From an optimization exercise on the open Yosys and OpenROAD flow, aimed at small area, a short achievable clock period and few clock cycles per item; shortcuts taken in it are not production practice. RTL that was checked went through simulation tests only; none was proved equivalent to the original.

Design hsl_to_rgb_converter_unit, start of the top module:
module hsl_to_rgb_converter_unit #(
  parameter int FRACTION_BITS = hslrgb_pkg::FRACTION_BITS
) (
  input  logic             clk,
  input  logic             rst_n,
  input  logic             in_valid,
  output logic             in_stall,
  input  hslrgb_pkg::hsl_t in_data,
  output logic             out_valid,
  input  logic             out_stall,
  output hslrgb_pkg::rgb_t out_data
);
==> module hsl_to_rgb_converter_unit, before the edit <==
module hsl_to_rgb_converter_unit #(
  parameter int FRACTION_BITS = hslrgb_pkg::FRACTION_BITS
) (
  input  logic             clk,
  input  logic             rst_n,
  input  logic             in_valid,
  output logic             in_stall,
  input  hslrgb_pkg::hsl_t in_data,
  output logic             out_valid,
  input  logic             out_stall,
  output hslrgb_pkg::rgb_t out_data
);
  logic       en;
  logic [3:0] vld_r;
  assign en       = !(vld_r[3] && out_stall);
  assign in_stall = !en;
  always_ff @(posedge clk) begin
    if (!rst_n) begin
      vld_r <= '0;
    end else if (en) begin
      vld_r <= {vld_r[2:0], in_valid};
    end
  end
  logic [11:0] lmin;
  logic        lhi;
  always_comb begin
    lhi = in_data.lightness[12] | in_data.lightness[11];
    if (in_data.lightness[12])
      lmin = '0;
    else if (in_data.lightness[11])
      lmin = 12'd0 - in_data.lightness[11:0];
    else
      lmin = in_data.lightness[11:0];
  end
  logic [11:0] s0_m_r;
  logic [14:0] s0_hue_r;
  logic [5:0]  s0_s1_r, s0_s2_r, s0_s3_r;
  logic [12:0] s0_m3_r;
  logic        s0_sfull_r, s0_lhi_r;
  logic [6:0]  hh;
  logic [7:0]  hlo;
  logic [2:0]  sect;
  logic [3:0]  frac_hi;
  logic        fgt, flt, kdir;
  logic [10:0] keff;
  always_comb begin
    hh  = s0_hue_r[14:8];
    hlo = s0_hue_r[7:0];
    if (hh >= 7'd90) begin
      sect    = 3'd5;
      frac_hi = 4'd0;
    end else begin
      sect    = 3'(hh / 7'd15);
      frac_hi = 4'(hh % 7'd15);
    end
    fgt = (frac_hi > 4'd7) | ((frac_hi == 4'd7) & (hlo > 8'd128));
    flt = (frac_hi < 4'd7) | ((frac_hi == 4'd7) & (hlo < 8'd128));
    if (hh >= 7'd90) begin
      keff = '0;
      kdir = 1'b0;
    end else begin
      keff = fgt ? 11'({4'd14 - frac_hi, ~hlo} + 12'd1)    
                 : 11'({frac_hi, hlo});                   
      kdir = sect[0] ? flt : fgt;
    end
  end
  logic [11:0] cmul;
  logic [12:0] c, lig;
  hslrgb_mul_c u_mul_c (
    .x_i    (s0_m_r),
    .x3_i   (s0_m3_r),
    .s1_i   (s0_s1_r),
    .s2_i   (s0_s2_r),
    .s3_i   (s0_s3_r),
    .prod_o (cmul)
  );
  logic [5:0] k_one, k_two;
  logic [4:0] k_neg;
  hslrgb_booth u_booth (
    .y_i   (keff),
    .one_o (k_one),
    .two_o (k_two),
    .neg_o (k_neg)
  );
  always_comb begin
    c   = {1'b0, cmul} | ({s0_m_r, 1'b0} & {13{s0_sfull_r}});
    lig = s0_lhi_r ? (13'd4096 - 13'(s0_m_r)) : 13'(s0_m_r);
  end
  logic [12:0] s1_c_r, s1_l_r;
  logic [5:0]  s1_one_r, s1_two_r;
  logic [4:0]  s1_neg_r;
  logic        s1_dir_r;
  logic [2:0]  s1_sect_r;
  logic [15:0] q;
  logic [12:0] m0, peak;
  hslrgb_mul_x u_mul_x (
    .x_i    (s1_c_r),
    .one_i  (s1_one_r),
    .two_i  (s1_two_r),
    .neg_i  (s1_neg_r),
    .rnd_i  (s1_dir_r),
    .prod_o (q)
  );
  always_comb begin
    m0   = s1_l_r - (s1_c_r >> 1);
    peak = s1_l_r + (s1_c_r >> 1) + 13'(s1_c_r[0]);
  end
  logic [15:0] s2_q_r;
  logic [12:0] s2_m_r, s2_p_r;
  logic        s2_dir_r;
  logic [2:0]  s2_sect_r;
  logic [12:0] xm;
  hslrgb_pkg::rgb_t out_r, out_nxt;
  hslrgb_div u_div (
    .q_i   (s2_q_r),
    .m0_i  (s2_m_r),
    .pk_i  (s2_p_r),
    .dir_i (s2_dir_r),
    .sum_o (xm)
  );
  always_comb begin
    case (s2_sect_r)
      3'd0:    out_nxt = {s2_p_r, xm,     s2_m_r};
      3'd1:    out_nxt = {xm,     s2_p_r, s2_m_r};
      3'd2:    out_nxt = {s2_m_r, s2_p_r, xm};
      3'd3:    out_nxt = {s2_m_r, xm,     s2_p_r};
      3'd4:    out_nxt = {xm,     s2_m_r, s2_p_r};
      default: out_nxt = {s2_p_r, s2_m_r, xm};
    endcase
  end
  always_ff @(posedge clk) begin
    if (en) begin
      s0_m_r     <= lmin;
      s0_m3_r    <= 13'(lmin) + {lmin, 1'b0};
      s0_lhi_r   <= lhi;
      for (int i = 0; i < 6; i++) begin
        s0_s1_r[i] <= ~in_data.saturation[12] & ~in_data.saturation[2*i+1] &  in_data.saturation[2*i];
        s0_s2_r[i] <= ~in_data.saturation[12] &  in_data.saturation[2*i+1] & ~in_data.saturation[2*i];
        s0_s3_r[i] <= ~in_data.saturation[12] &  in_data.saturation[2*i+1] &  in_data.saturation[2*i];
      end
      s0_sfull_r <= in_data.saturation[12];
      s0_hue_r   <= in_data.hue;
      s1_c_r     <= c;
      s1_l_r     <= lig;
      s1_one_r   <= k_one;
      s1_two_r   <= k_two;
      s1_neg_r   <= k_neg;
      s1_dir_r   <= kdir;
      s1_sect_r  <= sect;
      s2_q_r     <= q;
      s2_m_r     <= m0;
      s2_p_r     <= peak;
      s2_dir_r   <= s1_dir_r;
      s2_sect_r  <= s1_sect_r;
      out_r      <= out_nxt;
    end
  end
  assign out_valid = vld_r[3];
  assign out_data  = out_r;
endmodule
==> flow/config.mk <==
export PLATFORM = sky130hd
export DESIGN_NAME = hsl_to_rgb_converter_unit
export DESIGN_NICKNAME = hsl_to_rgb_converter_unit
export VERILOG_FILES = /design/flow/design.v
export SDC_FILE = /design/flow/constraint.sdc
export NUM_CORES = 4
export LEC_CHECK = 0
export ABC_AREA = 1
export CAP_MARGIN = 20
export CORE_MARGIN = 2
export CORE_UTILIZATION = 40
export PLACE_DENSITY = 0.6
export SETUP_SLACK_MARGIN = 2.0
export SLEW_MARGIN = 20
==> flow/constraint.sdc <==
create_clock -name core_clock -period 7.0 [get_ports {clk}]
set_input_delay 1.4000 -clock core_clock [delete_from_list [all_inputs] [get_ports {clk}]]
set_output_delay 1.4000 -clock core_clock [all_outputs]
set_load 0.01 [all_outputs]
standard.sh (not shown) runs the stock make flow with config.mk's settings and CLKGATE_MAP_FILE= SYNTH_SCRIPT=/design/flow/synth_recipe.tcl, a recipe that flattens the netlist after the stock synthesis.
==> flow/flow/run.sh <==
#!/bin/bash
# The standard layout (the standard.sh: ORFS synthesis to finish) with two
# changes that keep the design and its registers as the standard synthesis
# makes them:
#  - after synthesis, flow/invopt.py removes inverters around full adders
#    (a full adder of inverted inputs gives inverted outputs), a purely
#    combinational rewrite of the netlist;
#  - the port buffers use the smallest plain buffer instead of the delay
#    buffer buffer_ports picks by default. Every port is still buffered.
set -euo pipefail
RES=orfs/results/${FLOW_PLATFORM:-sky130hd}/hsl_to_rgb_converter_unit/base
bash standard.sh synth > standard_synth.log 2>&1
cp $RES/1_2_yosys.v yosys_netlist_orig.v
if python3 flow/invopt.py yosys_netlist_orig.v yosys_netlist_opt.v > invopt.log 2>&1; then
  cp yosys_netlist_opt.v $RES/1_2_yosys.v
  rm -f $RES/1_synth.odb $RES/1_synth.sdc
fi
bash standard.sh "BUFFER_PORTS_ARGS=-buffer_cell sky130_fd_sc_hd__buf_1" finish > standard_flow.log 2>&1
Other scripts of this flow, unchanged in this note and not shown: flow/flow/invopt.py
The baseline passed the timing, DRC and antenna checks.
Edit:
--- a/flow/design.v
+++ b/flow/design.v
@@ -1531,33 +1531,35 @@
     end else if (en) begin
       vld_r <= {vld_r[2:0], in_valid};
     end
   end
-  logic [11:0] lmin;
-  logic        lhi;
-  always_comb begin
-    lhi = in_data.lightness[12] | in_data.lightness[11];
-    if (in_data.lightness[12])
-      lmin = '0;
-    else if (in_data.lightness[11])
-      lmin = 12'd0 - in_data.lightness[11:0];
-    else
-      lmin = in_data.lightness[11:0];
-  end
-  logic [11:0] s0_m_r;
-  logic [14:0] s0_hue_r;
-  logic [5:0]  s0_s1_r, s0_s2_r, s0_s3_r;
-  logic [12:0] s0_m3_r;
-  logic        s0_sfull_r, s0_lhi_r;
+  logic [11:0] lp, lmin;
+  logic        inc, lhi;
+  logic [12:0] m3a, m3b, m3c, m3s, m3y, m3;
   logic [6:0]  hh;
   logic [7:0]  hlo;
   logic [2:0]  sect;
   logic [3:0]  frac_hi;
   logic        fgt, flt, kdir;
   logic [10:0] keff;
   always_comb begin
-    hh  = s0_hue_r[14:8];
-    hlo = s0_hue_r[7:0];
+    lhi = in_data.lightness[12] | in_data.lightness[11];
+    inc = in_data.lightness[11];
+    lp  = inc ? ~in_data.lightness[11:0] : in_data.lightness[11:0];
+    m3a = 13'(lp);
+    m3b = {lp, inc};
+    m3c = {11'd0, inc, 1'b0};
+    m3s = m3a ^ m3b ^ m3c;
+    m3y = {((m3a[11:0] & m3b[11:0]) | (m3a[11:0] & m3c[11:0]) | (m3b[11:0] & m3c[11:0])), 1'b0};
+    if (in_data.lightness[12]) begin
+      lmin = '0;
+      m3   = '0;
+    end else begin
+      lmin = lp + 12'(inc);
+      m3   = m3s + m3y;
+    end
+    hh  = in_data.hue[14:8];
+    hlo = in_data.hue[7:0];
     if (hh >= 7'd90) begin
       sect    = 3'd5;
       frac_hi = 4'd0;
     end else begin
@@ -1574,8 +1576,14 @@
                  : 11'({frac_hi, hlo});                   
       kdir = sect[0] ? flt : fgt;
     end
   end
+  logic [11:0] s0_m_r;
+  logic [10:0] s0_k_r;
+  logic [5:0]  s0_s1_r, s0_s2_r, s0_s3_r;
+  logic [12:0] s0_m3_r;
+  logic        s0_sfull_r, s0_lhi_r, s0_dir_r;
+  logic [2:0]  s0_sect_r;
   logic [11:0] cmul;
   logic [12:0] c, lig;
   hslrgb_mul_c u_mul_c (
     .x_i    (s0_m_r),
@@ -1587,9 +1595,9 @@
   );
   logic [5:0] k_one, k_two;
   logic [4:0] k_neg;
   hslrgb_booth u_booth (
-    .y_i   (keff),
+    .y_i   (s0_k_r),
     .one_o (k_one),
     .two_o (k_two),
     .neg_o (k_neg)
   );
@@ -1641,24 +1649,26 @@
   end
   always_ff @(posedge clk) begin
     if (en) begin
       s0_m_r     <= lmin;
-      s0_m3_r    <= 13'(lmin) + {lmin, 1'b0};
+      s0_m3_r    <= m3;
       s0_lhi_r   <= lhi;
       for (int i = 0; i < 6; i++) begin
         s0_s1_r[i] <= ~in_data.saturation[12] & ~in_data.saturation[2*i+1] &  in_data.saturation[2*i];
         s0_s2_r[i] <= ~in_data.saturation[12] &  in_data.saturation[2*i+1] & ~in_data.saturation[2*i];
         s0_s3_r[i] <= ~in_data.saturation[12] &  in_data.saturation[2*i+1] &  in_data.saturation[2*i];
       end
       s0_sfull_r <= in_data.saturation[12];
-      s0_hue_r   <= in_data.hue;
+      s0_k_r     <= keff;
+      s0_dir_r   <= kdir;
+      s0_sect_r  <= sect;
       s1_c_r     <= c;
       s1_l_r     <= lig;
       s1_one_r   <= k_one;
       s1_two_r   <= k_two;
       s1_neg_r   <= k_neg;
-      s1_dir_r   <= kdir;
-      s1_sect_r  <= sect;
+      s1_dir_r   <= s0_dir_r;
+      s1_sect_r  <= s0_sect_r;
       s2_q_r     <= q;
       s2_m_r     <= m0;
       s2_p_r     <= peak;
       s2_dir_r   <= s1_dir_r;
Wire length rose by 9.9%.
Final cell count rose by 1.8%.
Core utilization rose by 0.35 points.
Fmax rose by 0.55%.
Final area rose by 2.5%.
Function was not checked in any run of this note: the RTL went through the layout flow alone.

---

Setup of the reference run:
Another version of the RTL of hsl_to_rgb_converter_unit (not shown whole).
Size in the first run: ~1900 cells after synthesis, ~86 I/O pins, roughly 18000 um^2 of cells after synthesis.
==> module hsl_to_rgb_converter_unit, before the edit <==
module hsl_to_rgb_converter_unit #(
  parameter int FRACTION_BITS = hslrgb_pkg::FRACTION_BITS
) (
  input  logic             clk,
  input  logic             rst_n,
  input  logic             in_valid,
  output logic             in_stall,
  input  hslrgb_pkg::hsl_t in_data,
  output logic             out_valid,
  input  logic             out_stall,
  output hslrgb_pkg::rgb_t out_data
);
  logic       en;
  logic [3:0] vld_r;
  assign en       = !(vld_r[3] && out_stall);
  assign in_stall = !en;
  always_ff @(posedge clk) begin
    if (!rst_n) begin
      vld_r <= '0;
    end else if (en) begin
      vld_r <= {vld_r[2:0], in_valid};
    end
  end
  logic [11:0] lmin;
  logic        lhi;
  logic [6:0]  hh;
  logic [7:0]  hlo;
  logic [2:0]  sect;
  logic [3:0]  frac_hi;
  logic [11:0] k;
  always_comb begin
    lhi = in_data.lightness[12] | in_data.lightness[11];
    if (in_data.lightness[12])
      lmin = '0;
    else if (in_data.lightness[11])
      lmin = 12'd0 - in_data.lightness[11:0];
    else
      lmin = in_data.lightness[11:0];
    hh  = in_data.hue[14:8];
    hlo = in_data.hue[7:0];
    if (hh >= 7'd90) begin
      sect    = 3'd5;
      frac_hi = 4'd0;
    end else begin
      sect    = 3'(hh / 7'd15);
      frac_hi = 4'(hh % 7'd15);
    end
    if (hh >= 7'd90)
      k = '0;
    else if (sect[0])
      k = {4'd14 - frac_hi, ~hlo} + 12'd1;    
    else
      k = {frac_hi, hlo};                     
  end
  logic [11:0] s0_m_r, s0_k_r;
  logic [5:0]  s0_s1_r, s0_s2_r, s0_s3_r;
  logic [12:0] s0_m3_r;
  logic        s0_sfull_r, s0_lhi_r;
  logic [2:0]  s0_sect_r;
  logic [11:0] cmul;
  logic [12:0] c, lig;
  hslrgb_mul_c u_mul_c (
    .x_i    (s0_m_r),
    .x3_i   (s0_m3_r),
    .s1_i   (s0_s1_r),
    .s2_i   (s0_s2_r),
    .s3_i   (s0_s3_r),
    .prod_o (cmul)
  );
  logic [6:0] k_one, k_two;
  logic [5:0] k_neg;
  hslrgb_booth u_booth (
    .y_i   (s0_k_r),
    .one_o (k_one),
    .two_o (k_two),
    .neg_o (k_neg)
  );
  always_comb begin
    c   = s0_sfull_r ? {s0_m_r, 1'b0} : {1'b0, cmul};
    lig = s0_lhi_r ? (13'd4096 - 13'(s0_m_r)) : 13'(s0_m_r);
  end
  logic [12:0] s1_c_r, s1_l_r;
  logic [6:0]  s1_one_r, s1_two_r;
  logic [5:0]  s1_neg_r;
  logic [2:0]  s1_sect_r;
  logic [15:0] q;
  logic [12:0] m0, peak;
  hslrgb_mul_x u_mul_x (
    .x_i    (s1_c_r),
    .one_i  (s1_one_r),
    .two_i  (s1_two_r),
    .neg_i  (s1_neg_r),
    .prod_o (q)
  );
  always_comb begin
    m0   = s1_l_r - (s1_c_r >> 1);
    peak = s1_l_r + (s1_c_r >> 1) + 13'(s1_c_r[0]);
  end
  logic [15:0] s2_q_r;
  logic [12:0] s2_m_r, s2_p_r;
  logic [2:0]  s2_sect_r;
  logic [12:0] xm;
  logic [12:0] s3_x_r, s3_m_r, s3_p_r;
  logic [2:0]  s3_sect_r;
  hslrgb_div u_div (
    .q_i   (s2_q_r),
    .add_i (s2_m_r),
    .sum_o (xm)
  );
  always_comb begin
    case (s3_sect_r)
      3'd0:    out_data = {s3_p_r, s3_x_r, s3_m_r};
      3'd1:    out_data = {s3_x_r, s3_p_r, s3_m_r};
      3'd2:    out_data = {s3_m_r, s3_p_r, s3_x_r};
      3'd3:    out_data = {s3_m_r, s3_x_r, s3_p_r};
      3'd4:    out_data = {s3_x_r, s3_m_r, s3_p_r};
      default: out_data = {s3_p_r, s3_m_r, s3_x_r};
    endcase
  end
  always_ff @(posedge clk) begin
    if (en) begin
      s0_m_r     <= lmin;
      s0_m3_r    <= 13'(lmin) + {lmin, 1'b0};
      s0_lhi_r   <= lhi;
      for (int i = 0; i < 6; i++) begin
        s0_s1_r[i] <= ~in_data.saturation[2*i+1] &  in_data.saturation[2*i];
        s0_s2_r[i] <=  in_data.saturation[2*i+1] & ~in_data.saturation[2*i];
        s0_s3_r[i] <=  in_data.saturation[2*i+1] &  in_data.saturation[2*i];
      end
      s0_sfull_r <= in_data.saturation[12];
      s0_k_r     <= k;
      s0_sect_r  <= sect;
      s1_c_r     <= c;
      s1_l_r     <= lig;
      s1_one_r   <= k_one;
      s1_two_r   <= k_two;
      s1_neg_r   <= k_neg;
      s1_sect_r  <= s0_sect_r;
      s2_q_r     <= q;
      s2_m_r     <= m0;
      s2_p_r     <= peak;
      s2_sect_r  <= s1_sect_r;
      s3_x_r     <= xm;
      s3_m_r     <= s2_m_r;
      s3_p_r     <= s2_p_r;
      s3_sect_r  <= s2_sect_r;
    end
  end
  assign out_valid = vld_r[3];
endmodule
Settings: LEC_CHECK=0, ABC_AREA=1, CAP_MARGIN=20, CORE_MARGIN=2, CORE_UTILIZATION=40, PLACE_DENSITY=0.6, SETUP_SLACK_MARGIN=2.0, SLEW_MARGIN=20; clock period 7.0 ns.
Scripts as last shown in full above: flow/flow/run.sh
Other scripts of this flow, unchanged in this note and not shown: flow/flow/invopt.py
Testbench counts of the reference run, summed over its fixed seeds: cycles 8,032, items 8,000.
--- input diff the reference run..the trial run ---
--- a/flow/design.v
+++ b/flow/design.v
@@ -1603,27 +1603,26 @@
     peak = s1_l_r + (s1_c_r >> 1) + 13'(s1_c_r[0]);
   end
   logic [15:0] s2_q_r;
   logic [12:0] s2_m_r, s2_p_r;
   logic [2:0]  s2_sect_r;
   logic [12:0] xm;
-  logic [12:0] s3_x_r, s3_m_r, s3_p_r;
-  logic [2:0]  s3_sect_r;
+  hslrgb_pkg::rgb_t out_r, out_nxt;
   hslrgb_div u_div (
     .q_i   (s2_q_r),
     .add_i (s2_m_r),
     .sum_o (xm)
   );
   always_comb begin
-    case (s3_sect_r)
-      3'd0:    out_data = {s3_p_r, s3_x_r, s3_m_r};
-      3'd1:    out_data = {s3_x_r, s3_p_r, s3_m_r};
-      3'd2:    out_data = {s3_m_r, s3_p_r, s3_x_r};
-      3'd3:    out_data = {s3_m_r, s3_x_r, s3_p_r};
-      3'd4:    out_data = {s3_x_r, s3_m_r, s3_p_r};
-      default: out_data = {s3_p_r, s3_m_r, s3_x_r};
+    case (s2_sect_r)
+      3'd0:    out_nxt = {s2_p_r, xm,     s2_m_r};
+      3'd1:    out_nxt = {xm,     s2_p_r, s2_m_r};
+      3'd2:    out_nxt = {s2_m_r, s2_p_r, xm};
+      3'd3:    out_nxt = {s2_m_r, xm,     s2_p_r};
+      3'd4:    out_nxt = {xm,     s2_m_r, s2_p_r};
+      default: out_nxt = {s2_p_r, s2_m_r, xm};
     endcase
   end
   always_ff @(posedge clk) begin
     if (en) begin
       s0_m_r     <= lmin;
       s0_m3_r    <= 13'(lmin) + {lmin, 1'b0};
@@ -1643,14 +1642,12 @@
       s1_neg_r   <= k_neg;
       s1_sect_r  <= s0_sect_r;
       s2_q_r     <= q;
       s2_m_r     <= m0;
       s2_p_r     <= peak;
       s2_sect_r  <= s1_sect_r;
-      s3_x_r     <= xm;
-      s3_m_r     <= s2_m_r;
-      s3_p_r     <= s2_p_r;
-      s3_sect_r  <= s2_sect_r;
+      out_r      <= out_nxt;
     end
   end
   assign out_valid = vld_r[3];
+  assign out_data  = out_r;
 endmodule
Results
The final layout from the trial run, which completed every stage, passed the timing, DRC and antenna checks at the end of the flow.
Per the final summary, the reference run finished and its layout is clean on timing, DRC and antenna.
Final cycle utilization of the critical path in the trial run vs the reference run: down 0.25 points
Later-pin clock latency in the skew report ends up lower on the reference run.
Number of sequential cells (the trial run vs. the reference run) decreases slightly
The trial run vs the reference run, instance count: the trial run lower
Worst setup slack: the trial run vs the reference run up 0.018 ns
The trial run vs the reference run on overall routed net length: the trial run is the higher one.
Looking at the trial run and the reference run, the share of the final layout cell area in sequential cells is a wash.
Testbench counts of the trial run, summed over its fixed seeds: cycles 8,032, items 8,000.

-- static timing again, ports no longer ideal --
The results above use ideal ports. As a check the final layouts listed here were re-extracted and re-timed, cells and wires unchanged.
Step 1, drivers: a clkbuf_16 drives clk and a buf_2 each remaining input, both assumed.
Step 2 also shifts input and output timing later by t, the mid clock arrival at the registers, as if the neighbouring blocks saw the same clock.
a / b / c = ideal ports / drivers / drivers and shift; a / b = the first two.
| run | shift t [ns] | setup WS [ns] | worst setup path after step 2 | worst data-port slew with drivers (ns) |
|---|---|---|---|---|
| the first run of note 1 | 0.525 | 2.269 / 2.269 / 2.269 | register to register | 0.05 |
| the second run of note 1 | 0.538 | 2.295 / 2.295 / 1.984 | input to register | 0.06 |
| the reference run | 0.510 | 2.222 / 2.222 / 2.222 | register to register | 0.06 |
| the trial run | 0.532 | 2.240 / 2.240 / 2.240 | register to register | 0.05 |
After both steps setup and hold are still met in every run listed. The setup slack of the second run of note 1, which loses most, moves by 0.000 ns with the drivers and by -0.311 ns with both steps.
